From an optimization exercise on the open Yosys and OpenROAD flow, aimed at small area, a short achievable clock period and few clock cycles per item; shortcuts taken in it are not production practice. No activity file was given, so power comes from the tool's default toggle rates.

== the reference run ==
// bounded_ordered_set
module bounded_ordered_set (
   input  logic        clock,
   input  logic        reset,
   input  logic        req_tvalid,
   output logic        req_tready,
   input  logic [31:0] req_tdata,
   input  logic [1:0]  req_tuser,
   output logic        rsp_tvalid,
   input  logic        rsp_tready,
   output logic [7:0]  rsp_tdata,   
   input  logic        csr_we,
   input  logic [3:0]  csr_wdata
);
Size in the first run: roughly 300 flip-flops, ~53 I/O pins, about 13,000 um2 of cells after synthesis.
==> module bounded_ordered_set, before the edit <==
module bounded_ordered_set (
   input  logic        clock,
   input  logic        reset,
   input  logic        req_tvalid,
   output logic        req_tready,
   input  logic [31:0] req_tdata,
   input  logic [1:0]  req_tuser,
   output logic        rsp_tvalid,
   input  logic        rsp_tready,
   output logic [7:0]  rsp_tdata,   
   input  logic        csr_we,
   input  logic [3:0]  csr_wdata
);
   localparam int N = bos_pkg::CAPACITY;
   localparam int W = bos_pkg::RSP_W;
   localparam int Q = 3;
   logic [N-1:0]       valid_ff;
   logic [3:0]         limit_ff;    
   logic               a_valid_ff;
   logic               a_hit_ff;
   logic               a_insert_ff;
   logic               a_room_ff;
   logic [1:0]         q_cnt_ff;
   logic [W-1:0]       q_ff [Q];
   logic               rsp_valid_ff;
   logic [1:0]         out_cnt_ff;
   logic               ready_ff;
   logic [N-1:0]       equal;
   logic [N-1:0]       match;
   logic [N-1:0]       free_first;
   logic               hit_any;
   logic [3:0]         count;
   logic               room;
   logic               req_fire;
   logic               is_insert;
   logic               is_remove;
   logic               take;
   logic [1:0]         status;
   logic [W-1:0]       rsp_new;
   logic               pop;
   logic [1:0]         q_cnt_in;
   logic [1:0]         out_cnt_in;
   assign req_tready = ready_ff;
   assign req_fire   = req_tvalid && ready_ff;
   for (genvar i = 0; i < N; i++) begin : g_slot
      bos_cell u_cell (
         .clock (clock),
         .load  (!valid_ff[i]),
         .value (req_tdata),
         .equal (equal[i])
      );
   end
   assign match   = equal & valid_ff;
   assign hit_any = |match;
   always_comb begin
      free_first = '0;
      for (int i = N - 1; i >= 0; i--) begin
         if (!valid_ff[i]) begin
            free_first = '0;
            free_first[i] = 1'b1;
         end
      end
   end
   always_comb begin
      count = '0;
      for (int i = 0; i < N; i++) begin
         count = count + {3'b000, valid_ff[i]};
      end
   end
   assign room      = count < limit_ff;
   assign is_insert = (req_tuser == bos_pkg::OP_INSERT);
   assign is_remove = (req_tuser == bos_pkg::OP_REMOVE);
   assign take      = req_fire && is_insert && room;
   always_ff @(posedge clock) begin
      if (reset) begin
         valid_ff <= '0;
      end else begin
         for (int i = 0; i < N; i++) begin
            if (match[i] && ((req_fire && is_remove) || take)) begin
               valid_ff[i] <= 1'b0;
            end else if (take && free_first[i]) begin
               valid_ff[i] <= 1'b1;
            end
         end
      end
   end
   always_ff @(posedge clock) begin
      a_hit_ff    <= hit_any;
      a_insert_ff <= is_insert;
      a_room_ff   <= room;
   end
   always_comb begin
      if (a_insert_ff) begin
         status = a_hit_ff ? bos_pkg::ST_DUPLICATE :
                  (a_room_ff ? bos_pkg::ST_DONE : bos_pkg::ST_FULL);
      end else begin
         status = a_hit_ff ? bos_pkg::ST_DONE : bos_pkg::ST_NOT_FOUND;
      end
   end
   assign rsp_new = {count, a_hit_ff, status};
   assign pop      = rsp_tready && rsp_valid_ff;
   assign q_cnt_in = q_cnt_ff + {1'b0, a_valid_ff} - {1'b0, pop};
   always_ff @(posedge clock) begin
      for (int k = 0; k < Q; k++) begin
         if (pop) begin
            if (k + 1 < Q && q_cnt_ff > 2'(k + 1)) begin
               q_ff[k] <= q_ff[(k + 1) % Q];
            end else begin
               q_ff[k] <= rsp_new;
            end
         end else if (q_cnt_ff <= 2'(k)) begin
            q_ff[k] <= rsp_new;
         end
      end
   end
   assign out_cnt_in = out_cnt_ff + {1'b0, req_fire} - {1'b0, pop};
   always_ff @(posedge clock) begin
      if (reset) begin
         a_valid_ff   <= 1'b0;
         limit_ff     <= bos_pkg::CAP_LIMIT_RESET;
         q_cnt_ff     <= '0;
         rsp_valid_ff <= 1'b0;
         out_cnt_ff   <= '0;
         ready_ff     <= 1'b1;
      end else begin
         a_valid_ff <= req_fire;
         if (csr_we) begin
            limit_ff <= (csr_wdata > 4'd8) ? 4'd8 : csr_wdata;
         end
         q_cnt_ff     <= q_cnt_in;
         rsp_valid_ff <= (q_cnt_in != 2'd0);
         out_cnt_ff   <= out_cnt_in;
         ready_ff     <= (out_cnt_in < 2'(Q));
      end
   end
   assign rsp_tvalid = rsp_valid_ff;
   assign rsp_tdata  = {1'b0, q_ff[0]};
endmodule
make LEC_CHECK=0 CAP_MARGIN=20 CORE_MARGIN=2 CORE_UTILIZATION=40 SETUP_SLACK_MARGIN=2.3 SLEW_MARGIN=20 finish   # period 4.0 ns
run.sh (not shown) runs the stock make flow with config.mk's settings and CLKGATE_MAP_FILE= SYNTH_SCRIPT=/design/flow/synth_recipe.tcl, a recipe that flattens the netlist after the stock synthesis.
The reference run -> stages 100% | layout checks FAIL | setup timing
Modified inputs, the trial run compared to the reference run
--- a/flow/design.v
+++ b/flow/design.v
@@ -47,6 +47,9 @@
    logic               a_hit_ff;
    logic               a_insert_ff;
    logic               a_room_ff;
+   logic               a_inc_ff;    
+   logic               a_dec_ff;    
+   logic [3:0]         count_ff;    
    logic [1:0]         q_cnt_ff;
    logic [W-1:0]       q_ff [Q];
    logic               rsp_valid_ff;
@@ -89,9 +92,11 @@
       end
    end
    always_comb begin
-      count = '0;
-      for (int i = 0; i < N; i++) begin
-         count = count + {3'b000, valid_ff[i]};
+      count = count_ff;
+      if (a_inc_ff) begin
+         count = count_ff + 4'd1;
+      end else if (a_dec_ff) begin
+         count = count_ff - 4'd1;
       end
    end
    assign room      = count < limit_ff;
@@ -109,6 +114,17 @@
                valid_ff[i] <= 1'b1;
             end
          end
+      end
+   end
+   always_ff @(posedge clock) begin
+      if (reset) begin
+         a_inc_ff <= 1'b0;
+         a_dec_ff <= 1'b0;
+         count_ff <= '0;
+      end else begin
+         a_inc_ff <= take && !hit_any;
+         a_dec_ff <= req_fire && is_remove && hit_any;
+         count_ff <= count;
       end
    end
    always_ff @(posedge clock) begin
--- outcome ---
The trial run | stages: all done | timing, DRC, antenna: all pass
In the flow results for the reference run and the trial run, the mux contribution to synthesized area is larger on the trial run.
Against the reference run, the trial run comes in about 2.2% higher on final-stage net count.
Taking the reference run as the reference, in the trial run power rose by 3.0%; internal power rose by about 2.3%.
Against the reference run as the reference, the trial run delivers a higher largest clock skew in the final design.
Between the reference run and the trial run, via count of the first global-routing pass is higher for the trial run, the reference run comes in under that.
STATUS cell area: the trial run loses against the reference run
No run of this note included a check of the RTL's function; only the layout flow was run.

==> port drivers added, routing unchanged <==
The results above use ideal ports. As a check the final layouts listed here were re-extracted and re-timed, cells and wires unchanged.
Step 1 assumes that a clkbuf_16 drives the clock port and a buf_2 every other input.
Step 2 also shifts input and output timing later by t, the mid clock arrival at the registers, as if the neighbouring blocks saw the same clock.
a / b / c = ideal / step 1 / step 2; a / b = the first two.
run	shift t [ns]	slack for setup (ns)	hold slack, ns	worst register clock-pin slew, ns
the reference run	0.552	-0.114 / -0.114 / -0.114	0.468 / 0.468 / 0.468	0.06 / 0.06
the trial run	0.565	1.641 / 1.641 / 1.349	0.472 / 0.472 / 0.472	0.06 / 0.06
The setup slack of the trial run, which loses most, moves by 0.000 ns with the drivers and by -0.292 ns with both steps.
